Context: an optimization exercise on an open-source flow, tuned for small area, a short achievable clock period and few clock cycles. The choices shown serve that exercise and are no tape-out recipe.
In this exercise RTL edits were held to simulation tests only and were not proved equivalent to the original.
Power and IR drop assume default switching activity.

Setup of oak:
==> flow/design.v (excerpt) <==
module sha2_blk_unpack #(
  parameter int reg_w   = sha2_pkg::REG_W,
  parameter int reg_cnt = sha2_pkg::REG_CNT,
  parameter int dec_w   = sha2_pkg::DEC_W
) (
  input  logic                     clk,
  input  logic                     rst,
  input  logic [reg_cnt*reg_w-1:0] blk,
  input  logic                     blk_vld,
  input  logic                     blk_last,
  output logic                     blk_rdy,
  output logic [reg_w-1:0]         pkt,
  output logic                     pkt_vld,
  input  logic                     pkt_rdy,
  output logic [dec_w-1:0]         idx,
  output logic                     msg_done,
  output logic                     len_err
);
Size: roughly 2100 cells after synthesis, about 590 flip-flops, ~590 I/O pins, ~0.023 mm² of cells after synthesis.
clock: 6.0 ns
lec_check: 0
cap_margin: 20
core_margin: 2
core_utilization: 50
place_density: 0.65
setup_slack_margin: 3.2
slew_margin: 20
standard.sh (not shown) runs the stock make flow with config.mk's settings and CLKGATE_MAP_FILE= SYNTH_SCRIPT=/design/flow/synth_recipe.tcl, a recipe that flattens the netlist after the stock synthesis.
==> flow/flow/run.sh <==
#!/bin/bash
# The standard layout with three changes to how it is made:
#  - the port buffers are the smallest buffer cell instead of the flow's default delay buffer;
#  - the clock tree uses smaller buffers in larger clusters, without dummy loads;
#  - the pins of the one input-to-output path (rst, pkt_rdy -> blk_rdy) are placed side by side.
# Each tool's output goes to its own log in the work folder.
set -euo pipefail
export BUFFER_PORTS_ARGS="-buffer_cell sky130_fd_sc_hd__buf_1"
export CTS_ARGS="-sink_clustering_enable -repair_clock_nets -dont_use_dummy_load -buf_list {sky130_fd_sc_hd__clkbuf_4 sky130_fd_sc_hd__clkbuf_8} -sink_clustering_size 16 -sink_clustering_max_diameter 60"
export PRE_IO_PLACEMENT_TCL="$(pwd)/flow/io_pins.tcl"
bash standard.sh finish > standard_make.log 2>&1
==> flow/flow/io_pins.tcl <==
# Keep the pins of the combinational path rst/pkt_rdy -> blk_rdy next to each other.
set_io_pin_constraint -group -order -pin_names {pkt_rdy rst blk_rdy}
oak has completed all stages; timing, DRC and antenna checks passed.
Testbench counts of oak, summed over its fixed seeds: cycles 5,527.
--- input diff oak..pine ---
- swapping 3.2 for 3.35 in SETUP_SLACK_MARGIN
==> flow/flow/run.sh <==
#!/bin/bash
# The standard layout, with the port buffers made of the smallest buffer cell instead of
# the flow's default delay buffer, and a clock tree of smaller buffers without dummy loads.
# Each tool's output goes to its own log in the work folder.
set -euo pipefail
export BUFFER_PORTS_ARGS="-buffer_cell sky130_fd_sc_hd__buf_1"
export CTS_ARGS="-sink_clustering_enable -repair_clock_nets -dont_use_dummy_load -buf_list {sky130_fd_sc_hd__clkbuf_4 sky130_fd_sc_hd__clkbuf_8} -sink_clustering_size 16 -sink_clustering_max_diameter 60"
bash standard.sh finish > standard_make.log 2>&1
removed: flow/flow/io_pins.tcl
Results
- pine against oak: register-to-register slack went up 170 ps; relative contribution of the clock network to total power held; instance area after placement did not really move; total half-perimeter wirelength after legalization and detailed placement has increased.
- The launching element of the worst setup path comes out blk[36] in one run and blk[487] in the other, namely in oak and pine respectively.
> inputs changed (pine -> birch)
- a change of SETUP_SLACK_MARGIN from 3.35 to 3.1
Results
Against pine, net switching power of the design in birch came out better.
Between birch and pine, the total chip power is lower for birch.
pine and birch ended up with roughly the same final-layout clock-cell area share.
Sort birch and pine by number of diodes added for antenna fixing, descending, and pine comes first.
Against pine, birch reports a routed wire length that is lower.
Changes in maple relative to birch:
- changing SETUP_SLACK_MARGIN from 3.1 to 3.3
diff --git a/flow/flow/run.sh b/flow/flow/run.sh
--- a/flow/flow/run.sh
+++ b/flow/flow/run.sh
@@ -2,2 +2,4 @@
-# The standard layout, with the port buffers made of the smallest buffer cell instead of
-# the flow's default delay buffer, and a clock tree of smaller buffers without dummy loads.
+# The standard layout with three changes to how it is made:
+#  - the port buffers are the smallest buffer cell instead of the flow's default delay buffer;
+#  - the clock tree uses smaller buffers in larger clusters, without dummy loads;
+#  - the pins of the one input-to-output path (rst, pkt_rdy -> blk_rdy) are placed side by side.
@@ -7,0 +10 @@
+export PRE_IO_PLACEMENT_TCL="$(pwd)/flow/io_pins.tcl"
==> flow/flow/io_pins.tcl (new file) <==
# Keep the pins of the combinational path rst/pkt_rdy -> blk_rdy next to each other.
set_io_pin_constraint -group -order -pin_names {pkt_rdy rst blk_rdy}
[summary]
Going from birch to maple, final setup slack of the worst path rose by 270 ps, switching power total rose by about 0.5%, design area rose by 280 µm².

* * *

== run 1 ==
sha2_blk_unpack, a different RTL version from the one above (not shown whole).
Size: roughly 2100 cells after synthesis, roughly 590 flip-flops, roughly 22000 µm² of cells after synthesis.
clock: 6.0 ns
lec_check: 0
cap_margin: 20
core_margin: 2
core_utilization: 50
place_density: 0.65
setup_slack_margin: 3.3
slew_margin: 20
==> flow/flow/run.sh <==
#!/bin/bash
# The standard layout with three changes to how it is made:
#  - the port buffers are the smallest buffer cell instead of the flow's default delay buffer;
#  - the clock tree uses smaller buffers in larger clusters, without dummy loads;
#  - the pins of the one input-to-output path (rst, pkt_rdy -> blk_rdy) are placed side by side.
# Each tool's output goes to its own log in the work folder.
set -euo pipefail
export BUFFER_PORTS_ARGS="-buffer_cell sky130_fd_sc_hd__buf_1"
export CTS_ARGS="-sink_clustering_enable -repair_clock_nets -dont_use_dummy_load -buf_list {sky130_fd_sc_hd__clkbuf_4 sky130_fd_sc_hd__clkbuf_8} -sink_clustering_size 16 -sink_clustering_max_diameter 60"
export PRE_IO_PLACEMENT_TCL="$(pwd)/flow/io_pins.tcl"
bash standard.sh finish > standard_make.log 2>&1
==> flow/flow/io_pins.tcl <==
# Keep the pins of the combinational path rst/pkt_rdy -> blk_rdy next to each other.
set_io_pin_constraint -group -order -pin_names {pkt_rdy rst blk_rdy}
Run 1: no failed stages, no open violations at the end
Testbench counts of run 1, summed over its fixed seeds: cycles 5,521.
For run 2, these inputs were changed with respect to run 1:
- a change of SETUP_SLACK_MARGIN from 3.3 to 3.5
==> run summary <==
Run 1 and run 2 all finish clean. NOTE: all-layer global routing usage in run 2 exceeds that of run 1. Looking at critical setup path kind, the in -> out result is from run 2; the in -> reg one comes from run 1. Relative to run 1, the setup slack of run 2 is higher by 0.12 ns. Compare run 1 and run 2 | power spent charging and discharging nets higher: run 2. Relative to run 1, cell-internal power has gone up in run 2.
Modified inputs, run 3 compared to run 2
- SETUP_SLACK_MARGIN now 3.4, was 3.5
### Flow results
- | final weighted congestion in routability-driven placement | run 2 vs run 3 | ≈ equal |
- Run 2 and run 3 ended up with roughly the same sequential standard cell area.
- Run 3 vs. run 2: register-to-register slack saw a decrease, count of multi-input combinational gates neither gained nor lost much, combinational power share moved down, synthesized area level, critical path depth rose 4.
- Run 3 consumes less power than run 2 does.
- Changes observed in run 3 relative to run 2: finished layout cell area -2.2%, largest buffer count on any clock path ~0 delta.

* * *

build 66:
sha2_blk_unpack with an RTL version that a note above also has.
For scale: roughly 2100 cells after synthesis, ~590 flip-flops, about 23000 um2 of cells after synthesis.
clock: 6.0 ns
lec_check: 0
cap_margin: 20
core_margin: 2
core_utilization: 50
place_density: 0.65
setup_slack_margin: 3.3
slew_margin: 20
==> flow/flow/run.sh <==
#!/bin/bash
# The standard layout with three changes to how it is made:
#  - the port buffers are the smallest buffer cell instead of the flow's default delay buffer;
#  - the clock tree uses smaller buffers in larger clusters, without dummy loads;
#  - the pins of the one input-to-output path (rst, pkt_rdy -> blk_rdy) are placed side by side.
# Each tool's output goes to its own log in the work folder.
set -euo pipefail
export BUFFER_PORTS_ARGS="-buffer_cell sky130_fd_sc_hd__buf_1"
export CTS_ARGS="-sink_clustering_enable -repair_clock_nets -dont_use_dummy_load -buf_list {sky130_fd_sc_hd__clkbuf_4 sky130_fd_sc_hd__clkbuf_8} -sink_clustering_size 16 -sink_clustering_max_diameter 100"
export PRE_IO_PLACEMENT_TCL="$(pwd)/flow/io_pins.tcl"
bash standard.sh finish > standard_make.log 2>&1
Scripts as last shown in full above: flow/flow/io_pins.tcl
Build 66 finished every stage and its layout cleared the timing, DRC and antenna checks.
Testbench counts of build 66, summed over its fixed seeds: cycles 5,527.
Changes in build 61 relative to build 66:
- SETUP_SLACK_MARGIN: 3.3 -> 3.5
diff --git a/flow/flow/run.sh b/flow/flow/run.sh
--- a/flow/flow/run.sh
+++ b/flow/flow/run.sh
@@ -7,5 +7,5 @@
 set -euo pipefail
 export BUFFER_PORTS_ARGS="-buffer_cell sky130_fd_sc_hd__buf_1"
-export CTS_ARGS="-sink_clustering_enable -repair_clock_nets -dont_use_dummy_load -buf_list {sky130_fd_sc_hd__clkbuf_4 sky130_fd_sc_hd__clkbuf_8} -sink_clustering_size 16 -sink_clustering_max_diameter 100"
+export CTS_ARGS="-sink_clustering_enable -repair_clock_nets -dont_use_dummy_load -buf_list {sky130_fd_sc_hd__clkbuf_4 sky130_fd_sc_hd__clkbuf_8} -sink_clustering_size 16 -sink_clustering_max_diameter 60"
 export PRE_IO_PLACEMENT_TCL="$(pwd)/flow/io_pins.tcl"
 bash standard.sh finish > standard_make.log 2>&1
Results
From build 61 to build 66, number of sinks on the clock net did not move at all. Max-capacitance violation count: build 66 vs build 61 identical. When the final numbers for build 66 and build 61 were put side by side, the cell leakage power turned out to be smaller in build 66. The count of clock-buffer cells in the layout in build 61 is 1.07 times that in build 66. Relative to build 66, transition at the pin with the smallest max-transition slack decreased by 0.056 ns in build 61. Delta (build 61 minus build 66): final setup slack of the worst path fell 0.051 ns; worst ir drop on vdd went up by about 2%. Delta (build 61 minus build 66): routed metal-1 wire length went down 740 um; buffer count excluding the clock tree in the final layout now sits higher; area of all sequential standard cells about even.
[inputs] build 26 vs build 61
- PLACE_DENSITY changed from 0.65 to 0.72
- SETUP_SLACK_MARGIN changed from 3.5 to 3.3
- CORE_UTILIZATION changed from 50 to 58
Findings:
Relative to build 61, the clock network power share of build 26 is lower by 0.4 points.
Wire length on met2 on build 26 is down relative to build 61.
Measured against each other, build 26 and build 61 differ in iteration count of the initial detailed-routing pass, the higher figure coming from build 26.
Number of buffers inserted during clock tree synthesis, build 26 and build 61: lower on build 26
Build 26 vs build 61: slack of the critical path down in build 26
Build 61 ended up with more cell instances than build 26 did.
Between build 26 and build 61, the worst hold slack figures differ only marginally.
Per the comparison of build 26 with build 61, global routing usage summed across all routing layers moved up, post-placement setup slack +0.23 ns, pin slew with the least headroom to its limit increased 0.091 ns.

==> port drivers added, routing unchanged <==
The results above use ideal ports. As a check the final layouts listed here were re-extracted and re-timed, cells and wires unchanged. Step 1 (the two cells are an assumption about what drives the block):
set clk [get_ports {clk}]
set_driving_cell -lib_cell sky130_fd_sc_hd__clkbuf_16 $clk
set_driving_cell -lib_cell sky130_fd_sc_hd__buf_2 [delete_from_list [all_inputs] $clk]
Step 2 adds t to the input delays and takes it off the output delays; t is the mean of the earliest and latest rising clock arrival at the registers after step 1. Input paths then give back, and output paths get back, about the clock's delay inside the block. Slacks: ideal / step 1 / step 2; pairs: ideal / step 1.
| run | t (ns) | slack for setup (ns) | hold WS [ns] | worst setup path after step 2 | clock arrival spread, ns |
|---|---|---|---|---|---|
| oak | 0.691 | 2.947 / 2.968 / 2.278 | 0.459 / 0.459 / 0.459 | input to register | 0.097 / 0.097 |
| pine | 0.706 | 3.049 / 3.087 / 2.381 | 0.476 / 0.476 / 0.476 | input to register | 0.056 / 0.056 |
| birch | 0.707 | 2.898 / 2.921 / 2.215 | 0.457 / 0.457 / 0.457 | input to register | 0.056 / 0.055 |
| maple | 0.705 | 3.167 / 3.178 / 2.502 | 0.468 / 0.468 / 0.468 | input to register | 0.057 / 0.056 |
| run 1 | 0.720 | 3.171 / 3.162 / 2.443 | 0.478 / 0.478 / 0.478 | input to register | 0.063 / 0.063 |
| run 2 | 0.714 | 3.290 / 3.232 / 2.628 | 0.446 / 0.446 / 0.446 | input to register | 0.069 / 0.068 |
| run 3 | 0.708 | 3.238 / 3.184 / 2.569 | 0.466 / 0.466 / 0.466 | input to register | 0.034 / 0.034 |
| build 66 | 0.702 | 3.171 / 3.196 / 2.505 | 0.451 / 0.451 / 0.451 | input to register | 0.071 / 0.071 |
| build 61 | 0.716 | 3.120 / 3.153 / 2.437 | 0.480 / 0.480 / 0.480 | input to register | 0.046 / 0.046 |
| build 26 | 0.710 | 3.110 / 3.135 / 2.437 | 0.478 / 0.478 / 0.478 | input to register | 0.049 / 0.048 |
After both steps setup and hold are still met in every run listed. For run 1, which loses most, drivers alone change the setup slack by -0.009 ns; drivers and shift together by -0.728 ns.
